This is an optimization exercise on Yosys and OpenROAD, whose aim is small area, not a production implementation.
Only simulation tests tie the RTL to the original design; equivalence was not proved.
Power is estimated from default activity; no workload was simulated.

==> module saturn_bus_ctrl, before the edit <==
module saturn_bus_ctrl #(
    parameter int QUEUE_NIBS = 24
) (
    input  logic                          clk_in,
    input  logic                          arst_n_i,
    input  mem_bus_pkg::bus_word_t        bus_data_i,
    output mem_bus_pkg::bus_addr_t        bus_addr_o,
    output logic                          bus_rd_n_o,
    input  mem_bus_pkg::bus_addr_t        ibus_addr_i,
    input  logic                          ibus_flush_i,
    input  logic                          ibus_fetch_i,
    output saturn_isa_pkg::opcode_t       ibus_opcode_o,
    output saturn_isa_pkg::op_len_t       ibus_length_o,
    output mem_bus_pkg::bus_addr_t        ibus_opcode_addr_o,
    output logic                          ibus_ready_o,
    input  mem_bus_pkg::bus_addr_t        data_addr_i,
    input  saturn_isa_pkg::field_t        data_field_left_i,
    input  saturn_isa_pkg::field_t        data_field_right_i,
    input  logic                          data_read_i,
    output saturn_isa_pkg::field_data_t   data_o,
    output logic                          data_read_ready_o
);
    localparam logic [1:0] ST_IDLE  = 2'd0;
    localparam logic [1:0] ST_FLUSH = 2'd1;     
    localparam logic [1:0] ST_LOAD  = 2'd2;     
    localparam logic [1:0] ST_CHECK = 2'd3;     
    logic [1:0]  state_q;
    logic [1:0]  state_d;
    logic        data_mode_q;       
    logic        extra_q;           
    logic [2:0]  words_q;           
    logic [5:0]  tpos_q;            
    logic [19:0] head_q;            
    logic [83:0] nib_q;             
    logic        ibus_ready_q;
    logic        data_ready_q;
    function automatic logic less(input logic [5:0] a, input logic [5:0] b);
        less = 1'b0;
        for (int i = 0; i < 6; i++)
            less = (!a[i] && b[i]) || (!a[i] && less) || (b[i] && less);
    endfunction
    function automatic logic [17:0] word_add(input logic [17:0] b, input logic [2:0] inc);
        logic [10:0] lo;
        logic [7:0]  hi;
        lo = {1'b0, b[9:0]} + {8'd0, inc};
        hi = b[17:10] + 8'd1;
        word_add = {lo[10] ? hi : b[17:10], lo[9:0]};
    endfunction
    logic        check;
    logic        flush;
    logic        settle;
    logic        clear;
    logic [19:0] base;
    logic [1:0]  el;
    logic [3:0]  cw;                
    logic [15:0] rot;               
    logic [5:0]  pos [4];           
    logic [23:0] nib_ok;
    logic [15:0] wdata;
    logic [23:0] hit;               
    logic [19:0] dec_nib;
    logic [4:0]  len;
    logic        special;
    logic        done;
    logic [4:0]  op_end;            
    logic [17:0] word_addr;
    logic [5:0]  tpos_start;
    assign check = (state_q == ST_CHECK);
    assign settle = ibus_ready_q || data_ready_q;
    assign clear = !state_q[1];
    assign flush = (state_q == ST_FLUSH);
    assign base  = flush ? ibus_addr_i : (data_mode_q ? data_addr_i : head_q);
    assign el    = tpos_q[1:0];
    assign cw    = tpos_q[5:2];
    always_comb
    begin
        case (el)
            2'd0:    rot = bus_data_i;
            2'd1:    rot = {bus_data_i[11:0], bus_data_i[15:12]};
            2'd2:    rot = {bus_data_i[7:0],  bus_data_i[15:8]};
            default: rot = {bus_data_i[3:0],  bus_data_i[15:4]};
        endcase
        for (int pm = 0; pm < 4; pm++)
            pos[pm] = (2'(pm) < el) ? {cw, 2'(pm)} : {cw - 4'd1, 2'(pm)};
    end
    always_comb
    begin
        for (int w = 0; w < 6; w++)
            for (int pm = 0; pm < 4; pm++)
                hit[4*w + pm] = check && ((2'(pm) < el) ? (cw == 4'(w)) : (cw == 4'(w + 1)));
    end
    always_comb
    begin
        for (int i = 0; i < 5; i++)
            dec_nib[4*i +: 4] = nib_q[4*i +: 4] | (hit[i] ? rot[4*(i % 4) +: 4] : 4'h0);
    end
    opcode_size_decoder u_len (
        .head_i   (dec_nib),
        .length_o (len)
    );
    always_comb
    begin
        for (int p = 0; p < 24; p++)
        begin
            if (p < 16)
                nib_ok[p] = data_mode_q ? ((4'(p) >= data_field_right_i) && (4'(p) <= data_field_left_i)) :
                                          (5'(p) < len);
            else
                nib_ok[p] = !data_mode_q && (5'(p) < len);
        end
    end
    assign wdata = clear ? 16'h0000 : rot;
    assign special = (cw == 4'd0) && (dec_nib[3:0] == 4'h8) && (dec_nib[7:5] == 3'b000);
    assign done    = data_mode_q ? less({2'b00, data_field_left_i}, tpos_q) :
                                   (!less(tpos_q, {1'b0, len}) && !special);
    always_ff @(posedge clk_in)
    begin
        for (int p = 0; p < 84; p++)
            if (clear || (hit[p / 4] && nib_ok[p / 4]))
                nib_q[p] <= wdata[p % 16];
    end
    assign op_end    = {3'b000, head_q[1:0]} + len;
    assign word_addr = word_add(base[19:2], flush ? 3'd0 : (words_q - 3'd1));
    always_ff @(posedge clk_in)
    begin
        if (flush || ibus_ready_q)
            head_q <= {word_addr, flush ? ibus_addr_i[1:0] : op_end[1:0]};
    end
    always_comb
    begin
        if (data_read_i)
            tpos_start = {2'b00, data_field_right_i} - {4'b0000, data_addr_i[1:0]};
        else if (head_q[1:0] != 2'b00)
            tpos_start = 6'd4 - {4'b0000, head_q[1:0]};
        else
            tpos_start = extra_q ? 6'd4 : 6'd0;
    end
    always_comb
    begin
        state_d = state_q;
        case (state_q)
            ST_IDLE:
            begin
                if (ibus_flush_i)
                    state_d = ST_FLUSH;
                else if (data_read_i && !settle)
                    state_d = ST_LOAD;
                else if (ibus_fetch_i && !settle)
                    state_d = ST_CHECK;
            end
            ST_FLUSH: state_d = ST_LOAD;
            ST_LOAD:  state_d = ST_CHECK;
            default:  state_d = done ? ST_IDLE : ST_LOAD;
        endcase
    end
    always_ff @(posedge clk_in)
    begin
        case (state_q)
            ST_IDLE:
            begin
                data_mode_q <= data_read_i;
                words_q     <= (data_read_i || (head_q[1:0] == 2'b00 && !extra_q)) ? 3'd0 : 3'd1;
                tpos_q      <= tpos_start;
            end
            ST_FLUSH:
            begin
                data_mode_q <= 1'b0;
                words_q     <= 3'd0;
                tpos_q      <= 6'd0 - {4'b0000, ibus_addr_i[1:0]};
                extra_q     <= 1'b0;
            end
            ST_LOAD:
            begin
                words_q <= words_q + 3'd1;
                tpos_q  <= tpos_q + 6'd4;
            end
            default:
            begin
                if (done && !data_mode_q)
                begin
                    words_q <= op_end[4:2] + 3'd1;
                    extra_q <= ({cw - 4'd1, el} == {1'b0, len});
                end
            end
        endcase
    end
    always_ff @(posedge clk_in or negedge arst_n_i)
    begin
        if (!arst_n_i)
        begin
            state_q      <= ST_FLUSH;
            ibus_ready_q <= 1'b0;
            data_ready_q <= 1'b0;
        end
        else
        begin
            state_q      <= state_d;
            ibus_ready_q <= check && done && !data_mode_q;
            data_ready_q <= check && done && data_mode_q;
        end
    end
    assign bus_addr_o         = {word_addr, 2'b00};
    assign bus_rd_n_o         = 1'b0;
    assign ibus_opcode_o      = nib_q;
    assign ibus_length_o      = len;
    assign ibus_opcode_addr_o = head_q;
    assign ibus_ready_o       = ibus_ready_q;
    assign data_o             = nib_q[63:0];
    assign data_read_ready_o  = data_ready_q;
endmodule
Settings: LEC_CHECK=0, ABC_AREA=1, CAP_MARGIN=20, CORE_MARGIN=2, CORE_UTILIZATION=65, SLEW_MARGIN=20; clock period 6.0 ns.
standard.sh (not shown) runs the stock make flow with config.mk's settings and CLKGATE_MAP_FILE= SYNTH_SCRIPT=/design/flow/synth_recipe.tcl, a recipe that flattens the netlist after the stock synthesis.
==> flow/flow/run.sh <==
#!/bin/bash
# The standard layout (standard.sh: the standard synthesis, floorplan, power grid,
# tap cells, placement, CTS and routing, unchanged) with two settings changed to save
# cell area:
#  - port buffering uses buf_1 cells instead of the delay buffer buffer_ports picks
#    by default (every input and output port still gets its own buffer);
#  - CTS builds the tree from clkbuf_8 cells and inserts no dummy loads.
# make's full output goes to standard_finish.log here; each ORFS step also keeps its
# own log under orfs/logs/.
set -euo pipefail
bash standard.sh \
  'BUFFER_PORTS_ARGS=-buffer_cell sky130_fd_sc_hd__buf_1' \
  'CTS_ARGS=-sink_clustering_enable -repair_clock_nets -dont_use_dummy_load -buf_list sky130_fd_sc_hd__clkbuf_8' \
  finish > standard_finish.log 2>&1
The first run produced a clean layout.
Change:
--- a/flow/design.v
+++ b/flow/design.v
@@ -265,7 +265,7 @@
     logic        data_mode_q;       
     logic        extra_q;           
     logic [2:0]  words_q;           
-    logic [5:0]  tpos_q;            
+    logic [4:0]  tpos_q;            
     logic [19:0] head_q;            
     logic [83:0] nib_q;             
     logic        ibus_ready_q;
@@ -288,9 +288,8 @@
     logic        clear;
     logic [19:0] base;
     logic [1:0]  el;
-    logic [3:0]  cw;                
+    logic [2:0]  cw;                
     logic [15:0] rot;               
-    logic [5:0]  pos [4];           
     logic [23:0] nib_ok;
     logic [15:0] wdata;
     logic [23:0] hit;               
@@ -300,14 +299,14 @@
     logic        done;
     logic [4:0]  op_end;            
     logic [17:0] word_addr;
-    logic [5:0]  tpos_start;
+    logic [4:0]  tpos_start;
     assign check = (state_q == ST_CHECK);
     assign settle = ibus_ready_q || data_ready_q;
     assign clear = !state_q[1];
     assign flush = (state_q == ST_FLUSH);
     assign base  = flush ? ibus_addr_i : (data_mode_q ? data_addr_i : head_q);
     assign el    = tpos_q[1:0];
-    assign cw    = tpos_q[5:2];
+    assign cw    = tpos_q[4:2];
     always_comb
     begin
         case (el)
@@ -316,14 +315,12 @@
             2'd2:    rot = {bus_data_i[7:0],  bus_data_i[15:8]};
             default: rot = {bus_data_i[3:0],  bus_data_i[15:4]};
         endcase
-        for (int pm = 0; pm < 4; pm++)
-            pos[pm] = (2'(pm) < el) ? {cw, 2'(pm)} : {cw - 4'd1, 2'(pm)};
     end
     always_comb
     begin
         for (int w = 0; w < 6; w++)
             for (int pm = 0; pm < 4; pm++)
-                hit[4*w + pm] = check && ((2'(pm) < el) ? (cw == 4'(w)) : (cw == 4'(w + 1)));
+                hit[4*w + pm] = check && ((2'(pm) < el) ? (cw == 3'(w)) : (cw == 3'(w + 1)));
     end
     always_comb
     begin
@@ -346,9 +343,9 @@
         end
     end
     assign wdata = clear ? 16'h0000 : rot;
-    assign special = (cw == 4'd0) && (dec_nib[3:0] == 4'h8) && (dec_nib[7:5] == 3'b000);
-    assign done    = data_mode_q ? less({2'b00, data_field_left_i}, tpos_q) :
-                                   (!less(tpos_q, {1'b0, len}) && !special);
+    assign special = (cw == 3'd0) && (dec_nib[3:0] == 4'h8) && (dec_nib[7:5] == 3'b000);
+    assign done    = data_mode_q ? less({2'b00, data_field_left_i}, {1'b0, tpos_q}) :
+                                   (!less({1'b0, tpos_q}, {1'b0, len}) && !special);
     always_ff @(posedge clk_in)
     begin
         for (int p = 0; p < 84; p++)
@@ -365,11 +362,11 @@
     always_comb
     begin
         if (data_read_i)
-            tpos_start = {2'b00, data_field_right_i} - {4'b0000, data_addr_i[1:0]};
+            tpos_start = {1'b0, data_field_right_i} - {3'b000, data_addr_i[1:0]};
         else if (head_q[1:0] != 2'b00)
-            tpos_start = 6'd4 - {4'b0000, head_q[1:0]};
+            tpos_start = 5'd4 - {3'b000, head_q[1:0]};
         else
-            tpos_start = extra_q ? 6'd4 : 6'd0;
+            tpos_start = extra_q ? 5'd4 : 5'd0;
     end
     always_comb
     begin
@@ -402,20 +399,20 @@
             begin
                 data_mode_q <= 1'b0;
                 words_q     <= 3'd0;
-                tpos_q      <= 6'd0 - {4'b0000, ibus_addr_i[1:0]};
+                tpos_q      <= 5'd0 - {3'b000, ibus_addr_i[1:0]};
                 extra_q     <= 1'b0;
             end
             ST_LOAD:
             begin
                 words_q <= words_q + 3'd1;
-                tpos_q  <= tpos_q + 6'd4;
+                tpos_q  <= tpos_q + 5'd4;
             end
             default:
             begin
                 if (done && !data_mode_q)
                 begin
                     words_q <= op_end[4:2] + 3'd1;
-                    extra_q <= ({cw - 4'd1, el} == {1'b0, len});
+                    extra_q <= ({cw - 3'd1, el} == len);
                 end
             end
         endcase
The changed run passed the timing, DRC and antenna checks; routed wire length came out lower by 2.1%; hold slack is worse by 13 ps; sequential share of layout area came out higher by 0.49 points; total power came out lower by 2.4%; synthesized area came out lower by 1.1%; final area came out lower by 2.1%; global-route usage came out lower by 0.56 points; combinational power came out lower by about 5%; first-iteration DRC count came out lower by 2.0%; non-clock buffer count came out lower by 9.

-- static timing again, ports no longer ideal --
In the flow no input, the clock included, has a driving cell. The finished layouts below were timed again as built, in two steps.
Step 1: set_driving_cell puts a clkbuf_16 on clk_in and a buf_2 on each other input, an assumption about the parent block.
Step 2 times the ports against the registers' clock, not the clock port: input delays grow and output delays shrink by t, the midpoint of the rising clock arrivals with the driver on.
Three values: ideal, step 1, step 2; two values: the first two.
run	t (ns)	slack for setup (ns)	worst hold slack (ns)	worst setup path at the end	pins driven straight from the clock port
the first run	0.448	0.478 / 0.449 / 0.856	0.584 / 0.577 / 0.603	input to output	1
the second run	0.462	0.492 / 0.464 / 0.689	0.571 / 0.564 / 0.620	input to output	1
After both steps setup and hold are still met in every run listed.
